Context: an optimization exercise on an open-source flow, tuned for small area and a short achievable clock period. The choices shown serve that exercise and are no tape-out recipe. Only simulation tests tie the RTL to the original design; equivalence was not proved. Power and IR drop assume default switching activity.

[config.mk]
export PLATFORM = sky130hd
export DESIGN_NAME = mc_bank_dispatch
export DESIGN_NICKNAME = mc_bank_dispatch
export VERILOG_FILES = /design/flow/design.v
export SDC_FILE = /design/flow/constraint.sdc
export NUM_CORES = 4
export LEC_CHECK = 0
export CAP_MARGIN = 20
export CORE_AREA = 2.3 2.72 443.44 437.92
export CTS_CLUSTER_DIAMETER = 80
export CTS_CLUSTER_SIZE = 30
export DIE_AREA = 0 0 445.74 440.64
export SETUP_SLACK_MARGIN = 1.8
export SLEW_MARGIN = 20
[constraint.sdc]
create_clock -name core_clock -period 4.0 [get_ports {clk}]
set_input_delay 0.8000 -clock core_clock [delete_from_list [all_inputs] [get_ports {clk}]]
set_output_delay 0.8000 -clock core_clock [all_outputs]
set_load 0.01 [all_outputs]
[design.v]
`default_nettype none
package mc_dec_pkg;
    localparam logic MC_RD = 1'b0;
    localparam logic MC_WR = 1'b1;
    localparam int MC_ADDR_W = 32;
    localparam int MC_DATA_W = 256;
    typedef struct packed {
        logic                 rdwr;
        logic [MC_ADDR_W-1:0] addr;
        logic [MC_DATA_W-1:0] wr_data;
    } mc_req_t;
    function automatic int mc_bank_idx(input logic [63:0] addr, input int lsb, input int bank_w);
        logic [63:0] mask;
        mask = (64'd1 << bank_w) - 64'd1;
        mc_bank_idx = (addr >> lsb) & mask;
    endfunction
endpackage
`default_nettype wire
`default_nettype none
module mc_sync_fifo
#(
    parameter int WIDTH = 289,
    parameter int DEPTH = 8
) (
    input  logic                   clk,
    input  logic [DEPTH-1:0]       wsel,
    input  logic [DEPTH-1:0]       rsel,
    input  logic [WIDTH-1:0]       wdata,
    output logic [WIDTH-1:0]       rdata
);
    logic [WIDTH-1:0] mem_q [DEPTH];
    always_ff @(posedge clk) begin
        for (int i = 0; i < DEPTH; i++)
            if (wsel[i]) mem_q[i] <= wdata;
    end
    always_comb begin
        rdata = '0;
        for (int i = 0; i < DEPTH; i++)
            rdata = rdata | (mem_q[i] & {WIDTH{rsel[i]}});
    end
endmodule
`default_nettype wire
`default_nettype none
module mc_bank_dispatch
#(
    parameter int NUM_BANKS  = 32,
    parameter int ADDR_W     = 32,
    parameter int DATA_W     = 256,
    parameter int FIFO_DEPTH = 8,
    parameter int BANK_LSB   = 5
) (
    input  logic                          clk,
    input  logic                          reset,
    input  logic                          sys__mc__dram_req,
    input  logic                          sys__mc__dram_rdwr,
    input  logic [ADDR_W-1:0]             sys__mc__dram_addr,
    input  logic [DATA_W-1:0]             sys__mc__dram_wr_data,
    output logic                          mc__sys__dram_busy,
    output logic                          input_fifo_empty,
    output logic [$clog2(FIFO_DEPTH):0]   input_fifo_count,
    output logic [NUM_BANKS-1:0]          dec__bnc__valid,
    output logic                          dec__bnc__rdwr,
    output logic [ADDR_W-1:0]             dec__bnc__addr,
    output logic [DATA_W-1:0]             dec__bnc__wr_data,
    input  logic [NUM_BANKS-1:0]          bnc__dec__ready
    ,
    output logic [15:0]                   stat__drop_cnt,
    output logic [31:0]                   stat__rd_cnt,
    output logic [31:0]                   stat__wr_cnt
);
    localparam int c_bank_w = $clog2(NUM_BANKS);
    localparam int c_req_w  = 1 + ADDR_W + DATA_W;
    localparam int c_cnt_w  = $clog2(FIFO_DEPTH) + 1;
    logic [c_req_w-1:0]    w_push_req, w_head_req;
    logic                  w_push, w_pop, w_xfer, w_load, w_hit;
    logic [c_bank_w-1:0]   w_head_bank;
    logic [FIFO_DEPTH-1:0] wr_oh_q, rd_oh_q;
    logic [c_cnt_w-1:0]    count_q, count_d;
    logic                  full_q, empty_q;
    logic [FIFO_DEPTH-1:0] wen_q, wr_oh_d;
    logic                  nempty_q;
    logic                  out_valid_q;
    logic [NUM_BANKS-1:0]  sel_q;
    logic [NUM_BANKS-1:0]  selx_q;
    logic [c_req_w-1:0]    out_req_q;
    assign w_push_req = {sys__mc__dram_rdwr, sys__mc__dram_addr, sys__mc__dram_wr_data};
    assign w_push     = sys__mc__dram_req && !full_q;
    assign w_hit      = |(selx_q & bnc__dec__ready);
    assign w_xfer     = out_valid_q && w_hit;
    assign w_load     = !out_valid_q || w_hit;
    assign w_pop      = w_load && nempty_q;
    mc_sync_fifo #(
        .WIDTH (c_req_w),
        .DEPTH (FIFO_DEPTH)
    ) u_fifo (
        .clk   (clk),
        .wsel  (wen_q),
        .rsel  (rd_oh_q),
        .wdata (w_push_req),
        .rdata (w_head_req)
    );
    assign w_head_bank = w_head_req[DATA_W + BANK_LSB +: c_bank_w];
    assign wr_oh_d = w_push ? {wr_oh_q[FIFO_DEPTH-2:0], wr_oh_q[FIFO_DEPTH-1]} : wr_oh_q;
    logic w_inc, w_dec, full_d, nempty_d;
    logic [c_cnt_w-1:0] count_up, count_dn;
    assign w_inc    = w_push && !w_pop;
    assign w_dec    = w_pop && !w_push;
    assign count_up = count_q + c_cnt_w'(1);
    assign count_dn = count_q - c_cnt_w'(1);
    assign count_d  = w_inc ? count_up : (w_dec ? count_dn : count_q);
    assign full_d   = w_inc ? (count_q == c_cnt_w'(FIFO_DEPTH - 1)) : (full_q && !w_dec);
    assign nempty_d = w_inc || (nempty_q && !(w_dec && count_q == c_cnt_w'(1)));
    always_ff @(posedge clk or negedge reset) begin
        if (!reset) begin
            wr_oh_q     <= {{(FIFO_DEPTH-1){1'b0}}, 1'b1};
            rd_oh_q     <= {{(FIFO_DEPTH-1){1'b0}}, 1'b1};
            count_q     <= '0;
            full_q      <= 1'b0;
            empty_q     <= 1'b1;
            wen_q       <= {{(FIFO_DEPTH-1){1'b0}}, 1'b1};
            nempty_q    <= 1'b0;
            out_valid_q <= 1'b0;
            sel_q       <= '0;
        end else begin
            wr_oh_q <= wr_oh_d;
            if (w_pop)  rd_oh_q <= {rd_oh_q[FIFO_DEPTH-2:0], rd_oh_q[FIFO_DEPTH-1]};
            count_q <= count_d;
            full_q   <= full_d;
            empty_q  <= !nempty_d;
            wen_q    <= wr_oh_d & {FIFO_DEPTH{!full_d}};
            nempty_q <= nempty_d;
            if (w_load) begin
                out_valid_q <= nempty_q;
                for (int b = 0; b < NUM_BANKS; b++)
                    sel_q[b] <= nempty_q && (w_head_bank == c_bank_w'(b));
            end
        end
    end
    always_ff @(posedge clk) begin
        if (w_load) begin
            out_req_q <= w_head_req;
            for (int b = 0; b < NUM_BANKS; b++)
                selx_q[b] <= nempty_q && (w_head_bank == c_bank_w'(b));
        end
    end
    assign mc__sys__dram_busy = full_q;
    assign input_fifo_empty   = empty_q;
    assign input_fifo_count   = count_q;
    assign dec__bnc__valid    = sel_q;
    assign dec__bnc__rdwr     = out_req_q[c_req_w-1];
    assign dec__bnc__addr     = out_req_q[DATA_W +: ADDR_W];
    assign dec__bnc__wr_data  = out_req_q[DATA_W-1:0];
    logic [15:0] drop_cnt_q;
    logic [31:0] rd_cnt_q;
    logic [31:0] wr_cnt_q;
    always_ff @(posedge clk or negedge reset) begin
        if (!reset) begin
            drop_cnt_q <= '0;
            rd_cnt_q   <= '0;
            wr_cnt_q   <= '0;
        end else begin
            if (sys__mc__dram_req && full_q && (drop_cnt_q != 16'hFFFF))
                drop_cnt_q <= drop_cnt_q + 16'd1;
            if (w_xfer && out_req_q[c_req_w-1] == mc_dec_pkg::MC_WR) wr_cnt_q <= wr_cnt_q + 32'd1;
            if (w_xfer && out_req_q[c_req_w-1] == mc_dec_pkg::MC_RD) rd_cnt_q <= rd_cnt_q + 32'd1;
        end
    end
    assign stat__drop_cnt = drop_cnt_q;
    assign stat__rd_cnt   = rd_cnt_q;
    assign stat__wr_cnt   = wr_cnt_q;
endmodule
`default_nettype wire
[flow/run.sh]
#!/bin/bash
# Standard layout, with plain fast buffers (instead of the default delay
# cells) on every input and output port.
set -euo pipefail
export BUFFER_PORTS_ARGS="-buffer_cell sky130_fd_sc_hd__buf_2"
bash standard.sh > standard_flow.log 2>&1
[standard.sh]
#!/bin/bash
# synth_recipe.tcl (not shown) runs the flow's synth.tcl, then flattens the netlist and writes it again
# the make line also repeats each setting of config.mk as NAME=value (left out here)
make -C /OpenROAD-flow-scripts/flow DESIGN_CONFIG=/design/flow/config.mk WORK_HOME=/design/flow/orfs CLKGATE_MAP_FILE= SYNTH_SCRIPT=/design/flow/synth_recipe.tcl "${@:-finish}"
==> summary.md, run 1 <==
| Metric | Value |
|---|---|
| Combinational cell fraction of total power | 6.8% |
| Unrepaired setup endpoints after global routing | yes |
| DRC violation count after routing | 0 |
| Cell-internal power | 41600 uW |
| HP Class | in2async |
| Seq pwr share | a little over three fifths |
| Core Rows | 160 |
| Total CTS buffers | approximately 130 |
| Core area | 192000 um^2 |
| Unique masters post-synth | between 50 and 60 |
| CTS tree | built |
| Top_reg_cell synth | edfxtp_1 |
| Routed len/inst | between 30 and 40 um |
| DRT iter0 DRCs | around 5400 |
| Total GRT Usage | 25.2% |
| Arr. time, crit path | 1.60 ns |
| Worst EP required | 3.20 ns |
| Mux contribution to synthesized area | 0.600% |
| # IOs | 731 |
| Net count after synthesis | 5262 |
| Final Hold Vio Count | 0 |
| Final ANT Viol Nets | 0 |
| Vias in the first global route | 51000 |
| Commonest non-fill, non-tap cell in the layout | edfxtp_1 |
| Root Driver | clkbuf_16 |
| Gate Count Post-Synth | between 4000 and 5000 |
| NetSw | between 10000 and 15000 uW |
| Vias/cell | 6.20 |
| Status | finished clean |
| First-pass GRT wire length | about 360 mm |
| Global route overflow | 0 |
| CTS clk-pin slew, worst paths | 0.10 ns |
| Setup violations, final | 0 |
| Crit-path max cell delay | 0.57 ns |
| Chip Height | ~440 um |
| Cell chain of the critical path | buf_2 |
| Startpoint types | register |
| Worst path slowest cell | edfxtp_1 |
| Most frequent cells in the layout | 2633 x edfxtp_1, 1166 x a22oi_1, 605 x buf_2, 316 x nand4_1, 210 x buf_4 |
| Leak | approximately 0.037 uW |
| Cell family with the largest share of critical-path delay | flip-flops |
| Met2 Wirelength | 126 mm |
| Setup total negative slack | 0 ns |
| Clk latency of the worst-skew pair | 0.83 ns |
| Compound-Gate Fraction of Synth Area | a little under a tenth |
| Final Critical Period | 2.40 ns |
| Bufs and invs on worst path | 1 |
| Placed cells | 8011 |
| Initial antenna violation count | 101 |
| FF+latch count, synth | ~2800 |
| Pin count of the biggest net entering global routing | 124 |
| Worst VDD drop | 0.505 mV |
| Crit path max fanout | 1 |
| Vias | 52500 |
| Tcrit/Tclk final | 60.0% |
| Layout cells sized above 1 | 23.3% |
| Switching share of power | about 22% |
| Simple-Gate Fraction of Synth Area | 3.45% |
| Initial Utilization | approximately half |
| Setup Crit Path Kind | reg2out |
| P per Cell Area | 479 nW/um^2 |
| Ys async rst share | 5.19% |
| CTS max path bufs | 3 |
| Xor/xnor share of the synthesized area | 0.729% |
| Chip width | between 400 and 500 um |
| Worst Setup End Kind | output port |
| Clock share of power | 30.5% |
| Final std cells w/o fill | ~8500 |
| Wire length on met1 | 103 mm |
| Register area share after synthesis | 84.9% |
| Max_cap viols | 0 |
| Slew margin rel. | approximately a quarter |
| Routed wl met3 | 17.5 mm |
| GPL Wtd Cong | 0.792 |
| Worst-margin pin slew | 1.14 ns |
| Pins Over Slew Limit | 0 |
| Main combinational cell family by area after synthesis | compound AO/OA/AOI/OAI gates |
| Post-detail-place hpwl | 133 mm |
| Netlist Area Pre-Place | 97400 um^2 |
| Max Used Layer | met5 |
| Final wirelength | 255 mm |
| Average size of a mapped cell | 19.8 um^2 |
| Clock Skews | 0.0351 ns |
| Final nets | 6146 |
| YS warnings | 3 |
| CTS Sinks | approximately 2800 |
| Drt pass-1 iters | 5 |
| Die Footprint | 196000 um^2 |
| Number of synthesized flops with an enable pin | 2633 |
| Area grow syn2layout | 15.1% |
| H-tree depth | 4 |
| Port Buf Inserts | 730 |
| Peak Freq | approximately 420 MHz |
| Area share of fa/ha/maj cells after synthesis | 0.103% |
[cell type report]
class / count / area, um^2
well taps: 2511 / 3140
flip-flops and latches: 2777 / 82800
inverters: 12 / 47.5
multi-input cells: 1867 / 13800
diodes: 52 / 130
repair buffers: 1025 / 7770
fillers: 14200 / 79900
clock inverters: 82 / 985
clock buffers: 141 / 3440
[registers in the layout (all words and copies together) (netlist names)]
register / cells
wr_cnt_q: 32
full_q: 1
empty_q: 1
count_q: 4
nempty_q: 1
rd_cnt_q: 32
drop_cnt_q: 16
out_req_q: 289
wen_q: 8
u_fifo.mem_q: 2312
wr_oh_q: 8
out_valid_q: 1
sel_q: 32
selx_q: 32
rd_oh_q: 8
[power by group through the flow]
stage	clock [uW]	combinational (uW)	sequential, uW
floorplan	0	376	34500
global placement	0	2880	34200
detailed placement	0	2910	34200
CTS	16600	3550	33600
global route	17600	3880	33700
finish	16400	3640	33600
[metal layers]
metal  track usage [%]  vias to the layer above
li1                  -                    22400
met1              34.6                    27600
met2              41.5                     2031
met3              4.39                      384
met4              8.00                       48
met5                 0                        -
[worst paths after layout]
| path | startpoint | endpoint | slack (ns) | cells past startpoint |
|---|---|---|---|---|
| setup / recovery | out_req_q[161] | dec__bnc__wr_data[161] | 1.60 | 1 |
| hold / removal | reset | sel_q[3] | 0.05 | 1 |
| setup reg to reg | selx_q[4] | wen_q[4] | 1.75 | 10 |
| hold reg to reg | rd_cnt_q[24] | rd_cnt_q[24] | 0.50 | 1 |
| max in group asynchronous | reset | wr_cnt_q[20] | 3.10 | 2 |
| min in group core_clock | sys__mc__dram_wr_data[248] | u_fifo.mem_q[5][248] | 0.22 | 1 |
[per-stage QoR]
stage	util, %	setup slack [ns]	total power, uW	instance area (um^2)	hold WS [ns]
CTS	58.0	1.49	53800	111000	0.0221
finish	58.4	1.60	53600	112000	0.0532
detailed placement	54.5	0.906	37100	105000	0.462
global placement	54.5	0.906	37100	105000	0.455
global route	58.3	1.53	55200	112000	0.0655
floorplan	-	1.30	34900	97500	0.457
[synthesized netlist by cell type, types with 3 or more instances]
| master | count | area share (%) |
|---|---|---|
| nor4_2 | 8 | 0.10 |
| nor2_1 | 51 | 0.20 |
| edfxtp_1 | 2633 | 81 |
| nand2_1 | 38 | 0.15 |
| dfstp_2 | 4 | 0.11 |
| buf_2 | 16 | 0.082 |
| nor4b_2 | 3 | 0.046 |
| clkbuf_1 | 227 | 0.88 |
| and2_1 | 6 | 0.039 |
| nand2b_1 | 5 | 0.032 |
| and4_1 | 4 | 0.036 |
| nor2b_1 | 10 | 0.064 |
| xnor2_1 | 18 | 0.16 |
| mux2_2 | 49 | 0.57 |
| and3_1 | 13 | 0.084 |
| ha_1 | 8 | 0.10 |
| nand2b_4 | 4 | 0.057 |
| nand3_1 | 27 | 0.14 |
| nand4_1 | 316 | 2.0 |
| nor4_1 | 22 | 0.14 |
| buf_1 | 29 | 0.11 |
| nor3_1 | 17 | 0.087 |
| xor2_1 | 63 | 0.57 |
| a22oi_1 | 1168 | 9.0 |
| dfrtp_1 | 140 | 3.6 |
| inv_1 | 11 | 0.042 |
| or2_1 | 3 | 0.019 |
[what timing repair did]
| action | 4_1_cts | 5_1_grt |
|---|---|---|
| cloned | 8 | 3 |
| pin swaps | 13 | 10 |
| endpoints found under the setup margin | 978 | 626 |
| resized for setup | 229 | 57 |
| hold buffers | 0 | 0 |
| buffers inserted | 135 | 35 |
[cells by family after synthesis]
logic type,Yosys count
DFF,2777
adders and majority gates,8
AOI/OAI and AO/OA,1177
xor gates and xnor gates,81
buffers and inverters,287
and+or+nand+nor,548
muxes,52
==> inputs of run 2 (changes only) <==
--- a/config.mk
+++ b/config.mk
@@ -13,2 +13,3 @@
 export SETUP_SLACK_MARGIN = 1.8
 export SLEW_MARGIN = 20
+export TNS_END_PERCENT = 0
==> run 2 against run 1 <==
Still clean on timing, DRC and antenna. Final cell count shrank 2.0%. Clock skew grew 0.0070 ns. Critical path depth grew 6. Sequential share of layout area grew 1.5 points. First-iteration DRC count shrank 5.2%. Sequential power is essentially flat. Critical path type is now reg2reg.
==> summary.md, run 2 <==
| Metric | Value |
|---|---|
| Layout cells sized above 1 | 20.7% (-2.7 points) |
| Worst EP required | 4.42 ns (+1.22 ns) |
| Vias/cell | 6.24 (+0.71%) |
| # hold bufs at CTS | 0 (unchanged) |
| Arr. time, crit path | 2.91 ns (+1.31 ns) |
| H-tree depth | 4 (unchanged) |
| Tcrit/Tclk final | 62.3% (+2.3 points) |
| Chip width | 446 um (unchanged) |
| Number of synthesized flops with an enable pin | 2633 (unchanged) |
| Ys async rst share | 5.19% (unchanged) |
| Post-detail-place hpwl | 133 mm (unchanged) |
| Final wirelength | 250 mm (-2.0%) |
| Vias in the first global route | 50200 (-1.6%) |
| Post-synth top cells | 2633 x edfxtp_1, 1168 x a22oi_1, 316 x nand4_1 |
| Worst Setup End Kind | register |
| CTS clk-pin slew, worst paths | 0.10 ns (about the same) |
| HP Class | in2async |
| Area fraction of the dominant cell type after synthesis | 81.2% (unchanged) |
| Port Buf Inserts | 730 (unchanged) |
| Final Critical Period | 2.49 ns (+0.0920 ns) |
| Crit path max fanout | 86 (+85) |
| Unique masters post-synth | 54 (unchanged) |
| Total CTS buffers | 131 (unchanged) |
| Worst hold slack | 0.0498 ns (-0.00335 ns) |
| Global route overflow | 0 (unchanged) |
| Clk latency of the worst-skew pair | 0.83 ns (about the same) |
| CTS Sinks | 2777 (unchanged) |
| Gate Count Post-Synth | 4930 (unchanged) |
| Drt pass-1 iters | 6 (+1) |
| First-pass GRT wire length | 355 mm (-2.0%) |
| Area grow syn2layout | 12.7% |
| FF+latch count, synth | 2777 (unchanged) |
| Largest Register | u_fifo.mem_q |
| CTS tree | built |
| Top-count cell post-synth | edfxtp_1 |
| Final Hold Vio Count | 0 (unchanged) |
| Top_reg_cell synth | edfxtp_1 |
| Max_cap viols | 0 (unchanged) |
| Initial antenna violation count | 102 (+0.99%) |
| Worst VDD drop | 0.509 mV (+0.89%) |
| CTS max path bufs | 3 (unchanged) |
| P per Cell Area | 482 nW/um^2 (+0.63%) |
| Core Rows | 160 (unchanged) |
| Routed len/inst | 30.1 um (about the same) |
| YS warnings | 3 (unchanged) |
| Total GRT Usage | 24.6% (-0.60 points) |
| Pin count of the biggest net entering global routing | 131 (+5.6%) |
| Top Registers | u_fifo.mem_q x2312, out_req_q x289 |
| Setup Crit Path Kind | reg2reg |
| Max reg flops | 2312 (unchanged) |
| Pins Over Slew Limit | 0 (unchanged) |
| Setup total negative slack | 0 ns (unchanged) |
| DRC violation count after routing | 0 (unchanged) |
| Chip Height | 441 um (unchanged) |
| Initial Utilization | 50.7% (unchanged) |
| Root Driver | clkbuf_16 |
| Most frequent cells in the layout | 2633 x edfxtp_1, 1167 x a22oi_1, 729 x buf_2, 316 x nand4_1, 140 x clkbuf_16 |
| Top cells by area, synth | edfxtp_1 81%, a22oi_1 9.0%, dfrtp_1 3.6% |
| Register area share after synthesis | 84.9% (unchanged) |
| FILL cells | 14400 (+1.5%) |
| Slew margin rel. | 23.9% (+0.18 points) |
| Final ANT Viol Nets | 0 (unchanged) |
| Core area | 192000 um^2 (unchanged) |
| Average size of a mapped cell | 19.8 um^2 (unchanged) |
| Vias | 51800 (-1.3%) |
| Leak | 0.0357 uW (-3.1%) |
| Status | finished clean |
| Netlist Area Pre-Place | 97400 um^2 (unchanged) |
| # IOs | 731 (unchanged) |
| Setup violations, final | 0 (unchanged) |
| Unrepaired setup endpoints after global routing | yes |
| Clock Skews | 0.0421 ns (+0.00698 ns) |
| Worst-margin pin slew | 1.14 ns (-0.00275 ns) |
| Startpoint types | register |
| Peak Freq | 402 MHz (-3.7%) |
| Final nets | 5990 (-2.5%) |
| Net count after synthesis | 5262 (unchanged) |
| Area leader, netlist | edfxtp_1 |
| Die Footprint | 196000 um^2 (unchanged) |
| Commonest non-fill, non-tap cell in the layout | edfxtp_1 |
| DRT iter0 DRCs | 5144 (-5.2%) |
| GPL Wtd Cong | 0.792 (unchanged) |
-- run 2: metal layers --
| layer | vias to the layer above | routed length [um] | global-route usage [%] |
|---|---|---|---|
| li1 | 22100 | - | - |
| met5 | - | 337 | 0 |
| met4 | 52 | 6720 | 7.13 |
| met2 | 1997 | 123000 | 40.7 |
| met1 | 27300 | 102000 | 33.9 |
| met3 | 393 | 16900 | 4.25 |
-- run 2: worst paths after layout --
check	to	slack [ns]	startpoint	cells past startpoint
max	out_req_q[134]	1.51	selx_q[17]	7
min	rd_cnt_q[3]	0.05	reset	1
max reg2reg	out_req_q[134]	1.51	selx_q[17]	7
min reg2reg	wr_cnt_q[31]	0.48	wr_cnt_q[31]	1
max in group asynchronous	wr_cnt_q[15]	3.12	reset	2
min in group core_clock	u_fifo.mem_q[5][248]	0.23	sys__mc__dram_wr_data[248]	1
-- run 2: area by class of cell --
type / instances / area, um^2 / area share [%]
diodes: 42 / 105 / 0.0958
clock buffers: 141 / 3440 / 3.14
well taps: 2511 / 3140 / 2.86
repair buffers: 869 / 5560 / 5.07
inverters: 12 / 45.0 / 0.0411
clock inverters: 82 / 985 / 0.898
multi-input cells: 1867 / 13700 / 12.5
flip-flops and latches: 2777 / 82700 / 75.4
-- run 2: cells by family (layout without fill, tap and decap cells) --
kind of cell    count (synthesis)  count (layout)  share of synthesized area, %
xor+xnor                       81              81                         0.729
buf+inv                       287            1104                          1.14
mux                            52              52                         0.600
fa+ha+maj                       8               8                         0.103
compound gates               1177            1178                          9.07
simple gates                  548             548                          3.45
other cells                     0              42                             0
flops                        2777            2777                          84.9
-- run 2: report_power, final --
| part | switching [uW] | internal [uW] |
|---|---|---|
| Sequential | 721 | 32900 |
| Combinational | 1900 | 1020 |
| Clock | 9220 | 7110 |
| Total | 11800 | 41000 |
-- run 2: metrics by stage --
stage | setup slack [ns] | cell area, um^2 | power, uW | instances | utilization (%)
6_report | 1.51 | 110000 | 52800 | 8301 | 57.1
5_1_grt | 1.53 | 110000 | 54400 | 8282 | 57.1
4_1_cts | 1.49 | 109000 | 53200 | 8241 | 56.9
3_5_place_dp | 0.906 | 105000 | 37100 | 8011 | 54.5
3_3_place_gp | 0.906 | 105000 | 37100 | 8011 | 54.5
2_1_floorplan | 1.30 | 97500 | 34900 | 4930 | -
-- run 2: timing repair --
item	4_1_cts	5_1_grt
cloned	2	4
gates resized for setup	6	11
setup buffers	5	14
pin swaps	2	5
endpoints found under the setup margin	978	890
-- run 2: critical path, stage by stage, from the launching register on --
cell      delay (ns)
edfxtp_1        0.43
a22oi_1         0.24
nand4_1         0.21
nor2_2          0.20
nand4_4         0.23
buf_16          0.24
buf_12          0.13
buf_12          0.19
==> inputs of run 3 (changes only) <==
--- a/config.mk
+++ b/config.mk
@@ -11,5 +11,4 @@
 export CTS_CLUSTER_SIZE = 30
 export DIE_AREA = 0 0 445.74 440.64
-export SETUP_SLACK_MARGIN = 1.8
+export SETUP_SLACK_MARGIN = 1.65
 export SLEW_MARGIN = 20
-export TNS_END_PERCENT = 0
==> run 3 against run 2 <==
Final cell count up 0.25%. Maximum frequency grew 2.9%. Clock-buffer cell count stayed put. Critical endpoint is now dec__bnc__wr_data[161]. Global-route usage up 0.18 points. Clock skew increased by 0.0022 ns. Largest cell class unchanged. Power rose by 0.13%. Largest power group unchanged.
==> summary.md, run 3 <==
| Metric | Value |
|---|---|
| Status | finished clean |
| Commonest non-fill, non-tap cell in the layout | edfxtp_1 |
| Top cells by area, synth | edfxtp_1 81%, a22oi_1 9.0%, dfrtp_1 3.6% |
| Placed cells | 8011 (unchanged) |
| FILL cells | 14400 (-0.049%) |
| Worst hold slack | 0.0524 ns (+0.00262 ns) |
| Top-count cell post-synth | edfxtp_1 |
| Number of synthesized flops with an enable pin | 2633 (unchanged) |
| Initial Utilization | 50.7% (unchanged) |
| Root Driver | clkbuf_16 |
| CTS max path bufs | 3 (unchanged) |
| DRC violation count after routing | 0 (unchanged) |
| Average size of a mapped cell | 19.8 um^2 (unchanged) |
| DRT iter0 DRCs | 5421 (+5.4%) |
| Final wirelength | 251 mm (+0.67%) |
| Vias in the first global route | 50300 (+0.20%) |
| Worst path slowest cell | edfxtp_1 |
| CTS tree | built |
| CTS Sinks | 2777 (unchanged) |
| Unique masters post-synth | 54 (unchanged) |
| Final ANT Viol Nets | 0 (unchanged) |
| Tcrit/Tclk final | 60.5% (-1.8 points) |
| Final Critical Period | 2.42 ns (-0.0712 ns) |
| Ys async rst share | 5.19% (unchanged) |
| Core Rows | 160 (unchanged) |
| Peak Freq | 413 MHz (+2.9%) |
| Worst EP required | 3.20 ns (-1.22 ns) |
| Total CTS buffers | 131 (unchanged) |
| Startpoint types | register |
| Die Footprint | 196000 um^2 (unchanged) |
| Crit path max fanout | 1 (-99%) |
| Leak | 0.0358 uW (+0.39%) |
| GPL Wtd Cong | 0.792 (unchanged) |
| Area leader, netlist | edfxtp_1 |
| Global route overflow | 0 (unchanged) |
| Pin count of the biggest net entering global routing | 124 (-5.3%) |
| Post-detail-place hpwl | 133 mm (unchanged) |
| Most frequent cells in the layout | 2633 x edfxtp_1, 1166 x a22oi_1, 726 x buf_2, 316 x nand4_1, 137 x clkbuf_16 |
| Arr. time, crit path | 1.62 ns (-1.29 ns) |
| Worst VDD drop | 0.509 mV (about the same) |
| Drt pass-1 iters | 5 (-1) |
| H-tree depth | 4 (unchanged) |
| Final Hold Vio Count | 0 (unchanged) |
| HP Class | in2async |
| Post-synth top cells | 2633 x edfxtp_1, 1168 x a22oi_1, 316 x nand4_1 |
| Cell chain of the critical path | buf_2 |
| CTS clk-pin slew, worst paths | 0.09 ns (about the same) |
| P per Cell Area | 481 nW/um^2 (-0.13%) |
| Layout cells sized above 1 | 21.1% (+0.46 points) |
| # hold bufs at CTS | 0 (unchanged) |
| Port Buf Inserts | 730 (unchanged) |
| Netlist Area Pre-Place | 97400 um^2 (unchanged) |
| Routed len/inst | 30.2 um (+0.42%) |
| Largest Register | u_fifo.mem_q |
| WP depth | 1 (-6) |
| Crit path launch | out_req_q[161] |
| YS warnings | 3 (unchanged) |
| Vias | 51800 (+0.027%) |
| # IOs | 731 (unchanged) |
| Register area share after synthesis | 84.9% (unchanged) |
| Chip width | 446 um (unchanged) |
| Setup Crit Path Kind | reg2out |
| Bufs and invs on worst path | 1 (-2) |
| Top_reg_cell synth | edfxtp_1 |
| Worst Setup End Kind | output port |
| Top Registers | u_fifo.mem_q x2312, out_req_q x289 |
| Crit-path max cell delay | 0.60 ns (+0.17 ns) |
| Area fraction of the dominant cell type after synthesis | 81.2% (unchanged) |
| First-pass GRT wire length | 357 mm (+0.55%) |
| Chip Height | 441 um (unchanged) |
| Reg2reg path depth | 6 (-1) |
| Unrepaired setup endpoints after global routing | yes |
| Initial antenna violation count | 101 (-0.98%) |
| Net count after synthesis | 5262 (unchanged) |
| Final nets | 6008 (+0.30%) |
| Slew margin rel. | 23.2% (-0.68 points) |
| Area grow syn2layout | 13.0% |
| Setup total negative slack | 0 ns (unchanged) |
| Core area | 192000 um^2 (unchanged) |
| Final std cells w/o fill | 8322 (+0.25%) |
| FF+latch count, synth | 2777 (unchanged) |
| Clk latency of the worst-skew pair | 0.84 ns (about the same) |
| Critical register-to-register path startpoint | rd_oh_q[4] |
| Clock Skews | 0.0444 ns (+0.00225 ns) |
| Vias/cell | 6.23 (-0.23%) |
| Cell family with the largest share of critical-path delay | flip-flops |
| Max reg flops | 2312 (unchanged) |
| Total GRT Usage | 24.8% (+0.18 points) |
| Pins Over Slew Limit | 0 (unchanged) |
| Gate Count Post-Synth | 4930 (unchanged) |
| Max_cap viols | 0 (unchanged) |
| Worst-margin pin slew | 1.15 ns (+0.0102 ns) |
| Setup violations, final | 0 (unchanged) |
[run 3: cell type report]
type	instances	area [um^2]	area share [%]
antenna	45	113	0.102
clock buffer	141	3440	3.13
timing repair buffer	887	5790	5.27
sequential	2777	82700	75.2
tap	2511	3140	2.86
multi-input combinational	1867	13700	12.5
inverter	12	45.0	0.0410
clock inverter	82	985	0.895
[run 3: kinds of logic after synthesis]
logic type      Yosys count  synth area share, %
buf+inv                 287                 1.14
xor+xnor                 81                0.729
compound gates         1177                 9.07
fa+ha+maj                 8                0.103
mux                      52                0.600
simple gates            548                 3.45
flops                  2777                 84.9
[run 3: through the flow]
| stage | total power [uW] | util (%) | area (um^2) | setup slack, ns |
|---|---|---|---|---|
| floorplan | 34900 | - | 97500 | 1.30 |
| detailed placement | 37100 | 54.5 | 105000 | 0.906 |
| finish | 52900 | 57.3 | 110000 | 1.58 |
| CTS | 53200 | 57.1 | 110000 | 1.49 |
| global route | 54400 | 57.3 | 110000 | 1.53 |
| global placement | 37100 | 54.5 | 105000 | 0.906 |
[run 3: power breakdown]
group | leakage, uW | switching (uW) | internal [uW]
Sequential | 0.0258 | 726 | 32900
Clock | 0.00214 | 9240 | 7110
Combinational | 0.00790 | 1910 | 1040
[run 3: metal layers]
layer	part of all wire (%)	global-route usage [%]	vias to the layer above	wire, um
met4	2.6	7.20	48	6640
met5	0.12	0	-	310
met2	50	41.0	1867	125000
met1	41	34.2	27400	103000
li1	-	-	22100	-
met3	6.5	4.25	384	16300
[run 3: path summary, 6_finish.rpt]
kind	endpoint	slack, ns
hold / removal	rd_cnt_q[3]	0.05
setup / recovery	dec__bnc__wr_data[161]	1.58
max in group asynchronous	wr_cnt_q[8]	3.10
setup reg to reg	sel_q[13]	1.68
hold reg to reg	wr_cnt_q[31]	0.48
min in group core_clock	u_fifo.mem_q[0][248]	0.22
[run 3: what timing repair did]
action                                  CTS  global route
resized for setup                        28            10
endpoints found under the setup margin  236           195
setup buffers                            11            26
cloned                                    6             0
pin swaps                                10             8
==> inputs of run 4 (changes only) <==
==> flow/run.sh (replaced) <==
#!/bin/bash
# Standard layout, with plain fast buffers (instead of the default delay
# cells) on every input and output port, and clock tree synthesis without
# dummy balancing loads.
set -euo pipefail
export BUFFER_PORTS_ARGS="-buffer_cell sky130_fd_sc_hd__buf_2"
export CTS_ARGS="-sink_clustering_enable -repair_clock_nets -sink_clustering_size 30 -sink_clustering_max_diameter 80 -dont_use_dummy_load"
bash standard.sh > standard_flow.log 2>&1
--- a/config.mk
+++ b/config.mk
@@ -11,4 +11,5 @@
 export CTS_CLUSTER_SIZE = 30
 export DIE_AREA = 0 0 445.74 440.64
-export SETUP_SLACK_MARGIN = 1.65
+export SETUP_SLACK_MARGIN = 1.8
 export SLEW_MARGIN = 20
+export TNS_END_PERCENT = 10
==> run 4 against run 3 <==
Highest routed layer unchanged. Power shrank 3.9%. Sequential cell count is the same. Largest power group unchanged. Setup slack gained 0.053 ns. Combinational power grew 5%. Die area is the same. Clock power shrank 13%. Clock-buffer cell count shrank 10. Synthesized area is the same. Hold slack lost 0.014 ns. Wire length grew 0.55%.
==> summary.md, run 4 <==
| Metric | Value |
|---|---|
| Status | finished clean |
| Area leader, netlist | edfxtp_1 |
| Critical register-to-register path startpoint | selx_q[26] |
| Chip width | 446 um (unchanged) |
| Post-synth top cells | 2633 x edfxtp_1, 1168 x a22oi_1, 316 x nand4_1 |
| Pins Over Slew Limit | 0 (unchanged) |
| Top Registers | u_fifo.mem_q x2312, out_req_q x289 |
| Max reg flops | 2312 (unchanged) |
| Root Driver | clkbuf_16 |
| GPL Wtd Cong | 0.792 (unchanged) |
| Initial Utilization | 50.7% (unchanged) |
| CTS clk-pin slew, worst paths | 0.09 ns (about the same) |
| Worst-margin pin slew | 1.15 ns (-0.00436 ns) |
| Vias/cell | 6.28 (+0.83%) |
| Peak Freq | 423 MHz (+2.3%) |
| Unique masters post-synth | 54 (unchanged) |
| Average size of a mapped cell | 19.8 um^2 (unchanged) |
| Area of the multi-input gates | 13700 um^2 (about the same) |
| FILL cells | 14400 (+0.16%) |
| P per Cell Area | 466 nW/um^2 (-3.2%) |
| FF+latch count, synth | 2777 (unchanged) |
| Vias in the first global route | 50400 (+0.24%) |
| Tcrit/Tclk final | 59.1% (-1.3 points) |
| NetSw | 11000 uW (-7.7%) |
| Arr. time, crit path | 1.57 ns (-0.05 ns) |
| Largest Register | u_fifo.mem_q |
| CTS tree | built |
| H-tree depth | 4 (unchanged) |
| CTS max path bufs | 3 (unchanged) |
| YS warnings | 3 (unchanged) |
| Final Critical Period | 2.37 ns (-0.0534 ns) |
| Setup total negative slack | 0 ns (unchanged) |
| Switching share of power | 21.5% (-0.90 points) |
| # IOs | 731 (unchanged) |
| Crit path launch | out_req_q[161] |
| WP depth | 1 (unchanged) |
| Vias | 51800 (-0.087%) |
| Port Buf Inserts | 730 (unchanged) |
| Pin count of the biggest net entering global routing | 131 (+5.6%) |
| Seq pwr share | 66.1% (+2.6 points) |
| Ys async rst share | 5.19% (unchanged) |
| Netlist Area Pre-Place | 97400 um^2 (unchanged) |
| Drt pass-1 iters | 6 (+1) |
| DRC violation count after routing | 0 (unchanged) |
| Number of synthesized flops with an enable pin | 2633 (unchanged) |
| Worst EP required | 3.20 ns (about the same) |
| CTS Sinks | 2777 (unchanged) |
| Cell chain of the critical path | buf_2 |
| Total CTS buffers | 131 (unchanged) |
| Net count after synthesis | 5262 (unchanged) |
| Crit Reg-Reg Endpoint | out_req_q[21] |
| Setup Crit Path Kind | reg2out |
| Chip Height | 441 um (unchanged) |
| Worst VDD drop | 0.508 mV (-0.21%) |
| Max_cap viols | 0 (unchanged) |
| HP Class | in2async |
| Worst R2R Setup Slack | 1.66 ns (-0.02 ns) |
| Slew margin rel. | 23.5% (+0.29 points) |
| Register area share after synthesis | 84.9% (unchanged) |
| Crit-path max cell delay | 0.58 ns (-0.02 ns) |
| Final wirelength | 253 mm (+0.55%) |
| Final Power | 50900 uW (-3.9%) |
| Combinational cell fraction of total power | 6.1% (+0.5 points) |
| Top cells by area, synth | edfxtp_1 81%, a22oi_1 9.0%, dfrtp_1 3.6% |
| Worst Setup End Kind | output port |
| Bufs and invs on worst path | 1 (unchanged) |
| DRT iter0 DRCs | 5186 (-4.3%) |
| Area fraction of the dominant cell type after synthesis | 81.2% (unchanged) |
| Reg2reg path depth | 8 (+2) |
| Routed len/inst | 30.6 um (+1.5%) |
| Commonest non-fill, non-tap cell in the layout | edfxtp_1 |
| Global route overflow | 0 (unchanged) |
| Total GRT Usage | 25.0% (+0.16 points) |
| First-pass GRT wire length | 358 mm (+0.44%) |
| Clock share of power | 27.9% (-3.0 points) |
| Gate Count Post-Synth | 4930 (unchanged) |
| Unrepaired setup endpoints after global routing | yes |
| Die Footprint | 196000 um^2 (unchanged) |
| Startpoint types | register |
| Setup violations, final | 0 (unchanged) |
| Core area | 192000 um^2 (unchanged) |
| Top-count cell post-synth | edfxtp_1 |
| Cell-internal power | 39900 uW (-2.7%) |
| Post-detail-place hpwl | 133 mm (unchanged) |
| Top_reg_cell synth | edfxtp_1 |
| Worst path slowest cell | edfxtp_1 |
| Register area | 82700 um^2 (unchanged) |
| Layout cells sized above 1 | 20.3% (-0.76 points) |
| Worst Setup EP | dec__bnc__wr_data[161] |
| Clk latency of the worst-skew pair | 0.82 ns (-0.02 ns) |
| Final nets | 6030 (+0.37%) |
| Initial antenna violation count | 101 (unchanged) |
| Crit path max fanout | 1 (unchanged) |
| Area grow syn2layout | 12.2% |
| Core Rows | 160 (unchanged) |
| Leak | 0.0355 uW (-0.91%) |
| Final ANT Viol Nets | 0 (unchanged) |
| Clock Skews | 0.0716 ns (+0.0273 ns) |
| Cell family with the largest share of critical-path delay | flip-flops |
| Final Hold Vio Count | 0 (unchanged) |
| Most frequent cells in the layout | 2633 x edfxtp_1, 1166 x a22oi_1, 718 x buf_2, 316 x nand4_1, 133 x clkbuf_16 |
run 4: cell count changes in the layout (fill, tap and decap cells not counted), moves of 9 or more:
cell	before	now
inv_8	13	0
buf_6	5	17
clkinvlp_4	10	0
inv_6	13	0
clkinv_2	9	0
run 4: layout make-up:
type / count / area share [%]
timing repair buffer: 909 / 5.66
inverter: 12 / 0.0435
multi-input combinational: 1867 / 12.6
antenna: 39 / 0.0894
tap: 2511 / 2.88
clock buffer: 131 / 3.00
sequential: 2777 / 75.8
run 4: kinds of logic (layout without fill, tap and decap cells):
logic type,count (synthesis),count (layout),share of synthesized area [%]
AND/OR/NAND/NOR,548,548,3.45
buffers and inverters,287,1052,1.14
XOR/XNOR,81,81,0.729
adder cells (fa/ha/maj),8,8,0.103
other,0,39,0
AO/OA/AOI/OAI,1177,1178,9.07
flip-flops,2777,2777,84.9
multiplexers,52,52,0.600
run 4: stage by stage:
step	instance area (um^2)	util, %	hold slack [ns]	setup slack (ns)	cells
after global placement	105000	54.5	0.455	0.906	8011
after floorplan	97500	-	0.457	1.30	4930
final	109000	56.9	0.0380	1.63	8246
after detailed placement	105000	54.5	0.462	0.906	8011
after global routing	109000	56.9	0.0621	1.58	8235
after CTS	109000	56.7	0.0264	1.54	8188
run 4: power groups by stage:
stage	Clock [uW]	Sequential (uW)	Combinational (uW)
2_1_floorplan	0	34500	376
3_3_place_gp	0	34200	2880
3_5_place_dp	0	34200	2910
4_1_cts	14400	33600	2970
5_1_grt	15300	33700	3310
6_report	14200	33600	3090
run 4: worst min-delay path by stage:
stage | from | to | slack, ns | cells past startpoint
CTS | reset | sel_q[30] | 0.03 | 1
global route | reset | sel_q[30] | 0.06 | 1
detailed placement | wr_cnt_q[31] | wr_cnt_q[31] | 0.46 | 1
floorplan | nempty_q | empty_q | 0.46 | 1
finish | reset | sel_q[30] | 0.04 | 1
global placement | wr_cnt_q[31] | wr_cnt_q[31] | 0.46 | 1
run 4: timing repair:
action                     CTS  global route
hold buffers                 0             0
gates cloned                 8             2
resized for setup           29            30
pin swaps                   12             7
setup endpoints to repair  936           661
setup buffers               38            17
run 4: metal layers:
| layer | vias to the layer above | part of all wire (%) | routed length, um | global-route usage (%) |
|---|---|---|---|---|
| li1 | 22100 | - | - | - |
| met1 | 27300 | 41 | 103000 | 34.2 |
| met2 | 1999 | 49 | 125000 | 41.3 |
| met3 | 397 | 6.9 | 17400 | 4.35 |
| met4 | 52 | 2.8 | 7100 | 7.39 |
| met5 | - | 0.13 | 322 | 0 |
==> inputs of run 5 (changes only) <==
--- a/config.mk
+++ b/config.mk
@@ -13,3 +13,3 @@
 export SETUP_SLACK_MARGIN = 1.8
 export SLEW_MARGIN = 20
-export TNS_END_PERCENT = 10
+export TNS_END_PERCENT = 25
==> run 5 against run 4 <==
Still clean. Register-to-register slack worse by 0.04 ns. Hold slack better by 0.025 ns. Final area is 1.0% higher. Non-clock buffer count is 66 higher. Synthesized area stayed put. Sequential cell count stayed put. Critical path type is now reg2reg. Largest cell class unchanged.
==> summary.md, run 5 <==
| Metric | Value |
|---|---|
| Peak Freq | 421 MHz (-0.46%) |
| Post-route cell area | 110000 um^2 (+1.0%) |
| P per Cell Area | 462 nW/um^2 (-0.85%) |
| Clock Skews | 0.0738 ns (+0.00218 ns) |
| H-tree depth | 4 (unchanged) |
| Global route overflow | 0 (unchanged) |
| Final std cells w/o fill | 8315 (+0.84%) |
| # hold bufs at CTS | 0 (unchanged) |
| Most frequent cells in the layout | 2633 x edfxtp_1, 1166 x a22oi_1, 703 x buf_2, 316 x nand4_1, 145 x clkbuf_16 |
| Leak | 0.0361 uW (+1.6%) |
| YS warnings | 3 (unchanged) |
| Pins Over Slew Limit | 0 (unchanged) |
| DRT iter0 DRCs | 5433 (+4.8%) |
| Max_cap viols | 0 (unchanged) |
| Top-count cell post-synth | edfxtp_1 |
| Post-detail-place hpwl | 133 mm (unchanged) |
| CTS max path bufs | 3 (unchanged) |
| GPL Wtd Cong | 0.792 (unchanged) |
| Unrepaired setup endpoints after global routing | yes |
| Worst VDD drop | 0.505 mV (-0.49%) |
| Clk latency of the worst-skew pair | 0.82 ns (about the same) |
| Worst-margin pin slew | 1.14 ns (-0.00601 ns) |
| Total GRT Usage | 25.1% (+0.17 points) |
| Vias | 52000 (+0.39%) |
| Core area | 192000 um^2 (unchanged) |
| Ys async rst share | 5.19% (unchanged) |
| Area fraction of the dominant cell type after synthesis | 81.2% (unchanged) |
| Placed cells | 8011 (unchanged) |
| Commonest non-fill, non-tap cell in the layout | edfxtp_1 |
| First-pass GRT wire length | 360 mm (+0.52%) |
| Worst EP required | 4.68 ns (+1.48 ns) |
| Port Buf Inserts | 730 (unchanged) |
| Pin count of the biggest net entering global routing | 124 (-5.3%) |
| # IOs | 731 (unchanged) |
| Setup total negative slack | 0 ns (unchanged) |
| Arr. time, crit path | 3.05 ns (+1.48 ns) |
| Worst Setup End Kind | register |
| CTS clk-pin slew, worst paths | 0.09 ns (about the same) |
| Setup violations, final | 0 (unchanged) |
| Final Hold Vio Count | 0 (unchanged) |
| Placed inst area | 105000 um^2 (unchanged) |
| Startpoint types | register |
| Initial antenna violation count | 100 (-0.99%) |
| DRC violation count after routing | 0 (unchanged) |
| Average size of a mapped cell | 19.8 um^2 (unchanged) |
| Chip Height | 441 um (unchanged) |
| Status | finished clean |
| Final wirelength | 256 mm (+1.3%) |
| Post-synth top cells | 2633 x edfxtp_1, 1168 x a22oi_1, 316 x nand4_1 |
| Tcrit/Tclk final | 59.4% (+0.28 points) |
| Gate Count Post-Synth | 4930 (unchanged) |
| Net count after synthesis | 5262 (unchanged) |
| HP Class | in2async |
| Final ANT Viol Nets | 0 (unchanged) |
| Number of synthesized flops with an enable pin | 2633 (unchanged) |
| Setup Crit Path Kind | reg2reg |
| Largest Register | u_fifo.mem_q |
| Worst R2R Setup Slack | 1.62 ns (-0.04 ns) |
| Vias/cell | 6.25 (-0.44%) |
| CTS Sinks | 2777 (unchanged) |
| Area leader, netlist | edfxtp_1 |
| Crit path max fanout | 5 (+4) |
| Layout cells sized above 1 | 21.5% (+1.2 points) |
| Vias in the first global route | 50400 (-0.056%) |
| Die Footprint | 196000 um^2 (unchanged) |
| Final Critical Period | 2.38 ns (+0.0110 ns) |
| Root Driver | clkbuf_16 |
| Top Registers | u_fifo.mem_q x2312, out_req_q x289 |
| Area grow syn2layout | 13.3% |
| Routed len/inst | 30.8 um (+0.42%) |
| Unique masters post-synth | 54 (unchanged) |
| Initial Utilization | 50.7% (unchanged) |
| Top cells by area, synth | edfxtp_1 81%, a22oi_1 9.0%, dfrtp_1 3.6% |
| Final Power | 50900 uW (+0.17%) |
| Register area share after synthesis | 84.9% (unchanged) |
| Final nets | 6096 (+1.1%) |
| FF+latch count, synth | 2777 (unchanged) |
| Chip width | 446 um (unchanged) |
| FILL cells | 14300 (-0.80%) |
| Slew margin rel. | 23.9% (+0.40 points) |
| Netlist Area Pre-Place | 97400 um^2 (unchanged) |
| Top_reg_cell synth | edfxtp_1 |
| Drt pass-1 iters | 5 (-1) |
| CTS tree | built |
| Core Rows | 160 (unchanged) |
| Total CTS buffers | 131 (unchanged) |
| Max reg flops | 2312 (unchanged) |
-- run 5: cell type report --
type / count / area (um^2) / share of cell area, %
sequential: 2777 / 82800 / 75.0
inverter: 12 / 47.5 / 0.0431
clock buffer: 131 / 3280 / 2.97
antenna: 42 / 105 / 0.0953
multi-input combinational: 1867 / 13700 / 12.5
timing repair buffer: 975 / 7260 / 6.58
tap: 2511 / 3140 / 2.85
-- run 5: report_power, final --
part,leakage [uW],internal (uW),switching (uW)
logic,0.00867,1210,1980
clock network,0.00161,5880,8280
registers,0.0258,32900,708
-- run 5: path summary, 6_finish.rpt --
kind / start / end / cells past startpoint
setup / recovery: selx_q[17] / wen_q[5] / 10
hold / removal: reset / sel_q[5] / 1
setup reg to reg: selx_q[17] / wen_q[5] / 10
hold reg to reg: wr_cnt_q[31] / wr_cnt_q[31] / 1
max in group asynchronous: reset / wr_cnt_q[8] / 2
min in group core_clock: sys__mc__dram_wr_data[192] / u_fifo.mem_q[3][192] / 1
-- run 5: worst max-delay path: stages (launching register included) --
cell and delay, ns:
edfxtp_1 0.44, a22oi_2 0.19, nand4_1 0.20, nor2_2 0.22
nand4_4 0.20, buf_12 0.20, nand2_8 0.07, ha_4 0.16
nand4b_1 0.26, o21ai_4 0.21, nor2b_1 0.08
-- run 5: through the flow --
step	utilization, %	hold WS [ns]	setup WS, ns
after floorplan	-	0.457	1.30
after global placement	54.5	0.455	0.906
after detailed placement	54.5	0.462	0.906
after CTS	56.8	0.0263	1.54
after global routing	57.4	0.0726	1.56
final	57.5	0.0631	1.62
-- run 5: per-layer routing --
layer | vias to the layer above | GRT usage (%) | part of all wire [%]
met5 | - | 0 | 0.13
met4 | 54 | 7.57 | 3.0
met3 | 394 | 4.35 | 7.0
met2 | 1959 | 41.4 | 49
met1 | 27400 | 34.6 | 41
li1 | 22200 | - | -
-- run 5: what timing repair did --
action / 4_1_cts / 5_1_grt
setup buffers: 43 / 55
resized for setup: 43 / 91
endpoints found under the setup margin: 936 / 686
pin swaps: 14 / 8
gates cloned: 12 / 21
-- run 5: logic make-up after synthesis --
logic type      count (synthesis)  share of synthesized area (%)
buf+inv                       287                           1.14
xor+xnor                       81                          0.729
flops                        2777                           84.9
compound gates               1177                           9.07
fa+ha+maj                       8                          0.103
simple gates                  548                           3.45
mux                            52                          0.600
==> inputs of run 6 (changes only) <==
--- a/config.mk
+++ b/config.mk
@@ -13,3 +13,3 @@
 export SETUP_SLACK_MARGIN = 1.8
 export SLEW_MARGIN = 20
-export TNS_END_PERCENT = 25
+export TNS_END_PERCENT = 5
==> run 6 against run 5 <==
First-iteration DRC count fell by 3.4%. Clock skew fell by 0.0016 ns. Clock-buffer cell count did not move. Non-clock buffer count fell by 74. Critical path type unchanged.
==> summary.md, run 6 <==
| Metric | Value |
|---|---|
| Peak Freq | 414 MHz (-1.6%) |
| Mux contribution to synthesized area | 0.600% (unchanged) |
| Final wirelength | 252 mm (-1.6%) |
| Core Rows | 160 (unchanged) |
| Unique masters post-synth | 54 (unchanged) |
| # IOs | 731 (unchanged) |
| Worst VDD drop | 0.506 mV (about the same) |
| Initial Utilization | 50.7% (unchanged) |
| Place WS | 0.906 ns (unchanged) |
| CTS tree | built |
| Register area share after synthesis | 84.9% (unchanged) |
| HP Class | in2async |
| Clk latency of the worst-skew pair | 0.82 ns (about the same) |
| Ys async rst share | 5.19% (unchanged) |
| Max reg flops | 2312 (unchanged) |
| Most used cell, CP | buf_12 |
| Vias/cell | 6.28 (+0.37%) |
| Most frequent cells in the layout | 2633 x edfxtp_1, 1166 x a22oi_1, 725 x buf_2, 316 x nand4_1, 132 x clkbuf_16 |
| Post-synth top cells | 2633 x edfxtp_1, 1168 x a22oi_1, 316 x nand4_1 |
| Final nets | 6022 (-1.2%) |
| Vias | 51700 (-0.57%) |
| Netlist Area Pre-Place | 97400 um^2 (unchanged) |
| Layout cells sized above 1 | 20.1% (-1.4 points) |
| Worst path slowest cell | edfxtp_1 |
| CTS clk-pin slew, worst paths | 0.09 ns (about the same) |
| Clock Skews | 0.0722 ns (-0.00158 ns) |
| Final Power | 50800 uW (-0.31%) |
| Area grow syn2layout | 12.0% |
| Startpoint types | register |
| Largest Register | u_fifo.mem_q |
| Port Buf Inserts | 730 (unchanged) |
| Unrepaired setup endpoints after global routing | yes |
| Status | finished clean |
| H-tree depth | 4 (unchanged) |
| Commonest non-fill, non-tap cell in the layout | edfxtp_1 |
| FF+latch count, synth | 2777 (unchanged) |
| Pin count of the biggest net entering global routing | 131 (+5.6%) |
| P per Cell Area | 466 nW/um^2 (+0.84%) |
| Cell chain of the critical path | a22oi_2 > nand4_1 > nor2_2 > nand4_4 > buf_12 > buf_16 > buf_12 |
| FILL cells | 14400 (+0.86%) |
| Crit-path max cell delay | 0.44 ns (about the same) |
| Global route overflow | 0 (unchanged) |
| CTS max path bufs | 3 (unchanged) |
| Crit path max fanout | 86 (+81) |
| Top_reg_cell synth | edfxtp_1 |
| Setup Crit Path Kind | reg2reg |
| Worst hold slack | 0.0427 ns (-0.0204 ns) |
| Cell family with the largest share of critical-path delay | simple AND/OR/NAND/NOR gates |
| Number of synthesized flops with an enable pin | 2633 (unchanged) |
| Post-detail-place hpwl | 133 mm (unchanged) |
| Total GRT Usage | 25.0% (-0.17 points) |
| Slew margin rel. | 24.0% (+0.16 points) |
| Core area | 192000 um^2 (unchanged) |
| Net count after synthesis | 5262 (unchanged) |
| Root Driver | clkbuf_16 |
| Xor/xnor share of the synthesized area | 0.729% (unchanged) |
| Die Footprint | 196000 um^2 (unchanged) |
| Area leader, netlist | edfxtp_1 |
| Final ANT Viol Nets | 0 (unchanged) |
| Setup violations, final | 0 (unchanged) |
| DRT iter0 DRCs | 5249 (-3.4%) |
| Final Hold Vio Count | 0 (unchanged) |
| DRC violation count after routing | 0 (unchanged) |
| Gate Count Post-Synth | 4930 (unchanged) |
| Main combinational cell family by area after synthesis | compound AO/OA/AOI/OAI gates |
| Tcrit/Tclk final | 60.4% (+0.94 points) |
| Top-count cell post-synth | edfxtp_1 |
| Initial antenna violation count | 100 (unchanged) |
| Worst EP required | 4.35 ns (-0.33 ns) |
| GPL Wtd Cong | 0.792 (unchanged) |
| Post-route cell area | 109000 um^2 (-1.1%) |
| Routed len/inst | 30.6 um (-0.65%) |
| Final WS setup | 1.59 ns (-0.0377 ns) |
| Compound-Gate Fraction of Synth Area | 9.07% (unchanged) |
| First-pass GRT wire length | 358 mm (-0.52%) |
| CTS Sinks | 2777 (unchanged) |
| Chip Height | 441 um (unchanged) |
| Arr. time, crit path | 2.77 ns (-0.28 ns) |
| Leak | 0.0354 uW (-1.7%) |
| Final Critical Period | 2.41 ns (+0.0377 ns) |
| # hold bufs at CTS | 0 (unchanged) |
| Placed inst area | 105000 um^2 (unchanged) |
| Average size of a mapped cell | 19.8 um^2 (unchanged) |
| Worst-margin pin slew | 1.14 ns (-0.00234 ns) |
| Vias in the first global route | 50400 (+0.056%) |
| Drt pass-1 iters | 6 (+1) |
| Top Registers | u_fifo.mem_q x2312, out_req_q x289 |
| Chip width | 446 um (unchanged) |
| Simple-Gate Fraction of Synth Area | 3.45% (unchanged) |
| Setup total negative slack | 0 ns (unchanged) |
| Worst Setup End Kind | register |
| YS warnings | 3 (unchanged) |
| Pins Over Slew Limit | 0 (unchanged) |
| Bufs and invs on worst path | 3 (+2) |
| Area share of fa/ha/maj cells after synthesis | 0.103% (unchanged) |
| Total CTS buffers | 131 (unchanged) |
| Max_cap viols | 0 (unchanged) |
| Area fraction of the dominant cell type after synthesis | 81.2% (unchanged) |
| Top cells by area, synth | edfxtp_1 81%, a22oi_1 9.0%, dfrtp_1 3.6% |
## run 6: cell type report
type	count	area [um^2]	area share [%]
Multi-Input combinational cell	1867	13700	12.6
Sequential cell	2777	82700	75.9
Clock buffer	131	3280	3.01
Tap cell	2511	3140	2.88
Inverter	12	47.5	0.0436
Antenna cell	38	95.1	0.0872
Timing Repair Buffer	901	6040	5.54
## run 6: routing by layer
metal | vias up | GRT usage (%) | part of all wire [%]
met5 | - | 0 | 0.13
met4 | 52 | 7.39 | 2.8
met3 | 394 | 4.35 | 7.0
met2 | 2008 | 41.3 | 49
met1 | 27200 | 34.2 | 41
li1 | 22000 | - | -
## run 6: cells by family (layout without fill, tap and decap cells)
group,count (synthesis),in the layout
XOR/XNOR,81,81
adder cells (fa/ha/maj),8,8
other,0,38
buffers and inverters,287,1044
flip-flops,2777,2777
AND/OR/NAND/NOR,548,548
AO/OA/AOI/OAI,1177,1178
multiplexers,52,52
## run 6: final timing paths
kind / from / endpoint / slack [ns] / depth (start not counted)
hold reg to reg: wr_cnt_q[31] / wr_cnt_q[31] / 0.47 / 1
hold / removal: reset / sel_q[30] / 0.04 / 1
min in group core_clock: sys__mc__dram_wr_data[192] / u_fifo.mem_q[3][192] / 0.23 / 1
setup / recovery: selx_q[17] / out_req_q[178] / 1.59 / 7
setup reg to reg: selx_q[17] / out_req_q[178] / 1.59 / 7
max in group asynchronous: reset / wr_cnt_q[8] / 3.12 / 2
## run 6: per-stage QoR
step	std cells	utilization [%]
floorplan	4930	-
global placement	8011	54.5
detailed placement	8011	54.5
CTS	8188	56.7
global route	8226	56.8
finish	8237	56.8
## run 6: power breakdown
group	internal (uW)	switching [uW]
clock	5880	8290
combinational	1090	1930
sequential	32900	724
## run 6: timing repair
action                                  in CTS  in global routing
gates resized for setup                     28                 14
endpoints found under the setup margin     936                661
setup buffers                               38                 10
cloned                                       8                  1
pin swaps                                   12                  6
==> inputs of run 7 (changes only) <==
--- a/config.mk
+++ b/config.mk
@@ -11,5 +11,5 @@
 export CTS_CLUSTER_SIZE = 30
 export DIE_AREA = 0 0 445.74 440.64
-export SETUP_SLACK_MARGIN = 1.8
+export SETUP_SLACK_MARGIN = 1.65
 export SLEW_MARGIN = 20
-export TNS_END_PERCENT = 5
+export TNS_END_PERCENT = 10
==> run 7 against run 6 <==
Clock-buffer cell count stayed put. Critical endpoint is now out_req_q[164]. Final cell count is 0.41% lower. Highest routed layer unchanged. Register-to-register slack worse by 0.02 ns. Final area is 0.52% lower. Setup slack worse by 0.019 ns. Sequential power hardly changed. Largest cell class unchanged. Power is 0.23% lower. Sequential cell count stayed put. Maximum frequency is 0.78% lower. Critical path depth stayed put. Critical path type unchanged.
==> summary.md, run 7 <==
| Metric | Value |
|---|---|
| Status | finished clean |
| Port Buf Inserts | 730 (unchanged) |
| Final Hold Vio Count | 0 (unchanged) |
| CTS tree | built |
| Drt pass-1 iters | 6 (unchanged) |
| Crit Reg-Reg Endpoint | out_req_q[164] |
| Critical register-to-register path startpoint | selx_q[26] |
| Final ANT Viol Nets | 0 (unchanged) |
| Core Rows | 160 (unchanged) |
| Net count after synthesis | 5262 (unchanged) |
| Arr. time, crit path | 2.96 ns (+0.19 ns) |
| Crit path launch | selx_q[26] |
| Global route overflow | 0 (unchanged) |
| Commonest non-fill, non-tap cell in the layout | edfxtp_1 |
| Ys async rst share | 5.19% (unchanged) |
| Vias in the first global route | 50300 (-0.33%) |
| Vias | 51400 (-0.63%) |
| Top cells by area, synth | edfxtp_1 81%, a22oi_1 9.0%, dfrtp_1 3.6% |
| CTS Sinks | 2777 (unchanged) |
| DRT iter0 DRCs | 5151 (-1.9%) |
| Top-count cell post-synth | edfxtp_1 |
| Crit path max fanout | 37 (-57%) |
| Final wirelength | 250 mm (-0.89%) |
| Initial antenna violation count | 103 (+3.0%) |
| Total GRT Usage | 24.7% (-0.24 points) |
| Placed cells | 8011 (unchanged) |
| Average size of a mapped cell | 19.8 um^2 (unchanged) |
| Pin count of the biggest net entering global routing | 131 (unchanged) |
| Leak | 0.0352 uW (-0.81%) |
| CTS clk-pin slew, worst paths | 0.09 ns (about the same) |
| Setup Crit Path Kind | reg2reg |
| Register area share after synthesis | 84.9% (unchanged) |
| Post-detail-place hpwl | 133 mm (unchanged) |
| Clock Skews | 0.0706 ns (-0.00169 ns) |
| Vias/cell | 6.26 (-0.22%) |
| Area fraction of the dominant cell type after synthesis | 81.2% (unchanged) |
| Max reg flops | 2312 (unchanged) |
| Final Critical Period | 2.43 ns (+0.0189 ns) |
| Peak Freq | 411 MHz (-0.78%) |
| Routed len/inst | 30.4 um (-0.48%) |
| Clk latency of the worst-skew pair | 0.81 ns (about the same) |
| Area grow syn2layout | 11.4% |
| Setup violations, final | 0 (unchanged) |
| Final std cells w/o fill | 8203 (-0.41%) |
| Placed inst area | 105000 um^2 (unchanged) |
| Netlist Area Pre-Place | 97400 um^2 (unchanged) |
| Post-route cell area | 109000 um^2 (-0.52%) |
| HP Class | in2async |
| Tcrit/Tclk final | 60.8% (+0.47 points) |
| Die Footprint | 196000 um^2 (unchanged) |
| Worst EP required | 4.52 ns (+0.17 ns) |
| Most frequent cells in the layout | 2633 x edfxtp_1, 1166 x a22oi_1, 729 x buf_2, 316 x nand4_1, 133 x clkbuf_16 |
| Area leader, netlist | edfxtp_1 |
| FF+latch count, synth | 2777 (unchanged) |
| Core area | 192000 um^2 (unchanged) |
| Worst Setup End Kind | register |
| CTS max path bufs | 3 (unchanged) |
| Largest Register | u_fifo.mem_q |
| Final Power | 50700 uW (-0.23%) |
| Max_cap viols | 0 (unchanged) |
| Worst R2R Setup Slack | 1.57 ns (-0.02 ns) |
| P per Cell Area | 467 nW/um^2 (+0.29%) |
| Pins Over Slew Limit | 0 (unchanged) |
| Final nets | 5984 (-0.63%) |
| Initial Utilization | 50.7% (unchanged) |
| Gate Count Post-Synth | 4930 (unchanged) |
| Chip width | 446 um (unchanged) |
| GPL Wtd Cong | 0.792 (unchanged) |
| Slew margin rel. | 24.3% (+0.27 points) |
| H-tree depth | 4 (unchanged) |
| Post-synth top cells | 2633 x edfxtp_1, 1168 x a22oi_1, 316 x nand4_1 |
| Startpoint types | register |
| DRC violation count after routing | 0 (unchanged) |
| Reg2reg path depth | 7 (unchanged) |
| Chip Height | 441 um (unchanged) |
| YS warnings | 3 (unchanged) |
| Layout cells sized above 1 | 19.5% (-0.66 points) |
| Total CTS buffers | 131 (unchanged) |
| FILL cells | 14500 (+0.40%) |
| Worst VDD drop | 0.509 mV (+0.69%) |
| Number of synthesized flops with an enable pin | 2633 (unchanged) |
| Unrepaired setup endpoints after global routing | yes |
| Root Driver | clkbuf_16 |
| # IOs | 731 (unchanged) |
| Top_reg_cell synth | edfxtp_1 |
| Worst-margin pin slew | 1.14 ns (-0.00412 ns) |
| Setup total negative slack | 0 ns (unchanged) |
| First-pass GRT wire length | 355 mm (-0.76%) |
| # hold bufs at CTS | 0 (unchanged) |
| Unique masters post-synth | 54 (unchanged) |
| Top Registers | u_fifo.mem_q x2312, out_req_q x289 |
| Post-layout util | 56.5% (-0.29 points) |
[run 7: power by group]
part / internal (uW) / switching [uW]
Clock: 5880 / 8290
Combinational: 1020 / 1890
Sequential: 32900 / 725
Total: 39800 / 10900
[run 7: kinds of logic after synthesis]
logic type | after synthesis | synth area share (%)
AO/OA/AOI/OAI | 1177 | 9.07
adder cells (fa/ha/maj) | 8 | 0.103
buffers and inverters | 287 | 1.14
AND/OR/NAND/NOR | 548 | 3.45
flip-flops | 2777 | 84.9
multiplexers | 52 | 0.600
XOR/XNOR | 81 | 0.729
[run 7: metal layers]
metal | part of all wire [%] | GRT usage (%) | wire (um)
met5 | 0.15 | 0 | 367
met1 | 41 | 33.9 | 103000
met3 | 6.7 | 4.48 | 16700
met2 | 49 | 40.9 | 123000
met4 | 2.7 | 7.07 | 6680
[run 7: cell type report]
type | count | area (um^2) | share of cell area [%]
diodes | 42 | 105 | 0.0969
inverters | 12 | 45.0 | 0.0415
flip-flops and latches | 2777 | 82700 | 76.2
repair buffers | 863 | 5510 | 5.08
clock buffers | 131 | 3280 | 3.02
multi-input cells | 1867 | 13700 | 12.6
well taps | 2511 | 3140 | 2.90
[run 7: worst max-delay path: stages, from the launching register on]
cell	delay [ns]
edfxtp_1	0.40
a22o_1	0.23
a221oi_2	0.20
and3_1	0.26
nand4_4	0.21
buf_16	0.23
buf_16	0.21
buf_4	0.31
[run 7: worst max path at each step]
stage / cells after the start / end / slack [ns]
finish: 7 / out_req_q[164] / 1.57
global placement: 8 / out_req_q[131] / 0.91
detailed placement: 11 / wen_q[1] / 0.91
floorplan: 0 / u_fifo.mem_q[1][0] / 1.30
global route: 10 / wen_q[3] / 1.51
CTS: 4 / out_req_q[146] / 1.49
[run 7: metrics by stage]
step,setup slack (ns),hold slack (ns)
2_1_floorplan,1.30,0.457
3_3_place_gp,0.906,0.455
3_5_place_dp,0.906,0.462
4_1_cts,1.49,0.0264
5_1_grt,1.51,0.0646
6_report,1.57,0.0463
[run 7: timing repair]
item	CTS	global route
endpoints found under the setup margin	245	238
gates resized for setup	13	4
setup buffers	12	0
pin swaps	9	1
cloned	5	2

afterwards: timing with drivers on the ports:
The flow's constraints put no driver on any port. The routed layouts listed below were extracted and timed again, unchanged, in two steps.
Step 1 (the two cells are an assumption about what drives the block):
set clk [get_ports {clk}]
set_driving_cell -lib_cell sky130_fd_sc_hd__clkbuf_16 $clk
set_driving_cell -lib_cell sky130_fd_sc_hd__buf_2 [delete_from_list [all_inputs] $clk]
Step 2 times the ports against the registers' clock, not the clock port: input delays grow and output delays shrink by t, the midpoint of the rising clock arrivals with the driver on.
Three values: ideal ports, drivers, drivers and shift; two values: the first two.
| run | shift t [ns] | setup slack, ns | worst hold slack (ns) | clock arrival spread, ns |
|---|---|---|---|---|
| run 1 | 0.899 | 1.602 / 1.516 / 1.230 | 0.053 / 0.010 / 0.498 | 0.037 / 0.037 |
| run 2 | 0.893 | 1.510 / 1.499 / 1.012 | 0.050 / 0.007 / 0.476 | 0.043 / 0.043 |
| run 3 | 0.899 | 1.581 / 1.495 / 1.192 | 0.052 / 0.009 / 0.476 | 0.045 / 0.045 |
| run 4 | 0.877 | 1.634 / 1.549 / 1.173 | 0.038 / -0.005 / 0.473 | 0.086 / 0.086 |
| run 5 | 0.872 | 1.623 / 1.566 / 1.166 | 0.063 / 0.021 / 0.473 | 0.088 / 0.088 |
| run 6 | 0.875 | 1.586 / 1.551 / 1.105 | 0.043 / -0.002 / 0.473 | 0.084 / 0.084 |
| run 7 | 0.871 | 1.567 / 1.550 / 1.091 | 0.046 / 0.001 / 0.473 | 0.086 / 0.086 |
After both steps setup and hold are still met in every run listed. The setup slack of run 2, which loses most, moves by -0.011 ns with the drivers and by -0.498 ns with both steps.
